Source: an optimization exercise on an open RTL-to-GDS flow (aim: small area). Production flows keep margins and buffers that such runs may drop.
Where RTL was checked, it was by simulation tests only, not by an equivalence proof against the original.
Power and IR drop assume default switching activity.

## run a
==> module rename_map, before the edit <==
module rename_map (
  input  logic clk,
  input  logic rst,
  input  logic [rename_pkg::SLOTS-1:0][rename_pkg::AREG_W-1:0] rs1,
  input  logic [rename_pkg::SLOTS-1:0][rename_pkg::AREG_W-1:0] rs2,
  input  logic [rename_pkg::SLOTS-1:0][rename_pkg::AREG_W-1:0] rd,
  input  logic [rename_pkg::SLOTS-1:0] wr_en,
  input  logic wr_fire,
  input  logic [rename_pkg::SLOTS-1:0][rename_pkg::PREG_W-1:0] new_preg,
  output logic [rename_pkg::SLOTS-1:0][rename_pkg::PREG_W-1:0] psrc1,
  output logic [rename_pkg::SLOTS-1:0][rename_pkg::PREG_W-1:0] psrc2,
  output logic [rename_pkg::SLOTS-1:0][rename_pkg::PREG_W-1:0] pold
);
  logic [ARCH_REGS-1:1][PREG_W-1:0] map_r;
  logic [SLOTS-1:0][PREG_W-1:0] rd_src1;
  logic [SLOTS-1:0][PREG_W-1:0] rd_src2;
  logic [SLOTS-1:0][PREG_W-1:0] rd_old;
  for (genvar g = 0; g < SLOTS; g++) begin : g_port
    map_read u_src1 (.map(map_r), .idx(rs1[g]), .preg(rd_src1[g]));
    map_read u_src2 (.map(map_r), .idx(rs2[g]), .preg(rd_src2[g]));
    map_read u_old (.map(map_r), .idx(rd[g]), .preg(rd_old[g]));
  end
  always_comb begin
    for (int s = 0; s < SLOTS; s++) begin
      psrc1[s] = rd_src1[s];
      psrc2[s] = rd_src2[s];
      pold[s] = rd_old[s];
      for (int o = 0; o < s; o++) begin
        if (wr_en[o] && rd[o] == rs1[s]) psrc1[s] = new_preg[o];
        if (wr_en[o] && rd[o] == rs2[s]) psrc2[s] = new_preg[o];
        if (wr_en[o] && rd[o] == rd[s]) pold[s] = new_preg[o];
      end
    end
  end
  logic [SLOTS-1:0][PREG_W-1:0] wd_zero;
  logic [SLOTS-1:0][PREG_W-1:0] wd_one;
  logic [ARCH_REGS-1:1] we_any;
  logic [ARCH_REGS-1:1] we_last;
  always_comb begin
    for (int s = 0; s < SLOTS; s++) begin
      wd_zero[s] = rst ? '0 : new_preg[s];
      wd_one[s] = rst ? '1 : new_preg[s];
    end
    for (int a = 1; a < ARCH_REGS; a++) begin
      we_last[a] = wr_en[1] && rd[1] == AREG_W'(a);
      we_any[a] = rst || (wr_fire && (we_last[a] || (wr_en[0] && rd[0] == AREG_W'(a))));
    end
  end
  always_ff @(posedge clk) begin
    for (int a = 1; a < ARCH_REGS; a++) begin
      if (we_any[a]) begin
        for (int b = 0; b < PREG_W; b++) begin
          if (a & (1 << b)) map_r[a][b] <= we_last[a] ? wd_one[1][b] : wd_one[0][b];
          else map_r[a][b] <= we_last[a] ? wd_zero[1][b] : wd_zero[0][b];
        end
      end
    end
  end
endmodule
==> module map_read, before the edit <==
module map_read (
  input  logic [rename_pkg::ARCH_REGS-1:1][rename_pkg::PREG_W-1:0] map,
  input  logic [rename_pkg::AREG_W-1:0] idx,
  output logic [rename_pkg::PREG_W-1:0] preg
);
  logic [rename_pkg::ARCH_REGS-1:0][rename_pkg::PREG_W-1:0] full;
  assign full = {map, rename_pkg::PREG_W'(0)};
  assign preg = full[idx];
endmodule
Settings: LEC_CHECK=0, CAP_MARGIN=20, CORE_MARGIN=2, CORE_UTILIZATION=60, SLEW_MARGIN=20, SYNTH_HIERARCHICAL=1; clock period 7.0 ns.
standard.sh (not shown) runs the stock make flow with config.mk's settings and CLKGATE_MAP_FILE= SYNTH_SCRIPT=/design/flow/synth_recipe.tcl, a recipe that flattens the netlist after the stock synthesis.
==> flow/flow/run.sh <==
#!/bin/bash
set -euo pipefail
bash standard.sh \
  "BUFFER_PORTS_ARGS=-buffer_cell sky130_fd_sc_hd__buf_1" \
  "CTS_ARGS=-sink_clustering_enable -repair_clock_nets -dont_use_dummy_load -buf_list sky130_fd_sc_hd__clkbuf_8 -sink_clustering_size 16 -sink_clustering_max_diameter 60" \
  finish > flow_make.log 2>&1
Run a | status: complete | timing, DRC, antenna: pass
#### Input delta (run b over run a)
--- a/flow/design.v
+++ b/flow/design.v
@@ -93,22 +93,17 @@
   output logic [rename_pkg::SLOTS-1:0][rename_pkg::PREG_W-1:0] psrc1,
   output logic [rename_pkg::SLOTS-1:0][rename_pkg::PREG_W-1:0] psrc2,
   output logic [rename_pkg::SLOTS-1:0][rename_pkg::PREG_W-1:0] pold
 );
+  logic [ARCH_REGS-1:0][PREG_W-1:0] map_q;
   logic [ARCH_REGS-1:1][PREG_W-1:0] map_r;
-  logic [SLOTS-1:0][PREG_W-1:0] rd_src1;
-  logic [SLOTS-1:0][PREG_W-1:0] rd_src2;
-  logic [SLOTS-1:0][PREG_W-1:0] rd_old;
-  for (genvar g = 0; g < SLOTS; g++) begin : g_port
-    map_read u_src1 (.map(map_r), .idx(rs1[g]), .preg(rd_src1[g]));
-    map_read u_src2 (.map(map_r), .idx(rs2[g]), .preg(rd_src2[g]));
-    map_read u_old (.map(map_r), .idx(rd[g]), .preg(rd_old[g]));
-  end
+  assign map_q[0] = '0;
+  assign map_q[ARCH_REGS-1:1] = map_r;
   always_comb begin
     for (int s = 0; s < SLOTS; s++) begin
-      psrc1[s] = rd_src1[s];
-      psrc2[s] = rd_src2[s];
-      pold[s] = rd_old[s];
+      psrc1[s] = map_q[rs1[s]];
+      psrc2[s] = map_q[rs2[s]];
+      pold[s] = map_q[rd[s]];
       for (int o = 0; o < s; o++) begin
         if (wr_en[o] && rd[o] == rs1[s]) psrc1[s] = new_preg[o];
         if (wr_en[o] && rd[o] == rs2[s]) psrc2[s] = new_preg[o];
         if (wr_en[o] && rd[o] == rd[s]) pold[s] = new_preg[o];
@@ -139,17 +134,8 @@
       end
     end
   end
 endmodule
-module map_read (
-  input  logic [rename_pkg::ARCH_REGS-1:1][rename_pkg::PREG_W-1:0] map,
-  input  logic [rename_pkg::AREG_W-1:0] idx,
-  output logic [rename_pkg::PREG_W-1:0] preg
-);
-  logic [rename_pkg::ARCH_REGS-1:0][rename_pkg::PREG_W-1:0] full;
-  assign full = {map, rename_pkg::PREG_W'(0)};
-  assign preg = full[idx];
-endmodule
 import rename_pkg::*;
 module free_list (
   input  logic clk,
   input  logic rst,
[summary]
- Run a leaves more setup margin than run b.
- The faster design of the two is run a; run b tops out lower.
- Of run b and run a, it is run b that has the higher post-layout utilization of the core.
- Diff run a -> run b: area of the core decreased by 1400 sq um relative to the old numbers; total power dropped 85 uW.
- Run b reports a lower overall routed net length than run a does.
- NOTE: y dimension of the die in run b falls short of that of run a
- Run b has completed all stages; timing, DRC and antenna checks passed.
- Changes observed in run b relative to run a: post-layout instance area lost 1.8%, first-pass GRT wire length lost 1.8 mm, proportion of power drawn by the clock network picked up an extra 0.4 points, non-clock buffer count picked up an extra about 5.6%.
- Compared with run a, run b shows via count of the first global-routing pass that has gone down slightly.
For run a, only the layout was checked, not whether the RTL still works.

-- re-timing with driven ports --
How much do the figures lean on ideal ports? The routed layouts below were timed once more, with nothing changed but the port constraints.
Step 1: set_driving_cell puts a clkbuf_16 on clk and a buf_2 on each other input, an assumption about the parent block.
Step 2, shift: input delay + t, output delay - t, t = (earliest + latest rising clock arrival at the registers) / 2. This alone moves slack from input paths to output paths.
Slacks: ideal / step 1 / step 2; pairs: ideal / step 1.
| run | t (ns) | slack for setup (ns) | worst hold slack (ns) | worst setup path after step 2 |
|---|---|---|---|---|
| run a | 0.660 | 1.581 / 1.521 / 2.181 | 0.415 / 0.415 / 0.415 | register to output |
| run b | 0.695 | 1.144 / 1.089 / 1.784 | 0.401 / 0.401 / 0.401 | register to output |
After both steps setup and hold are still met in every run listed.
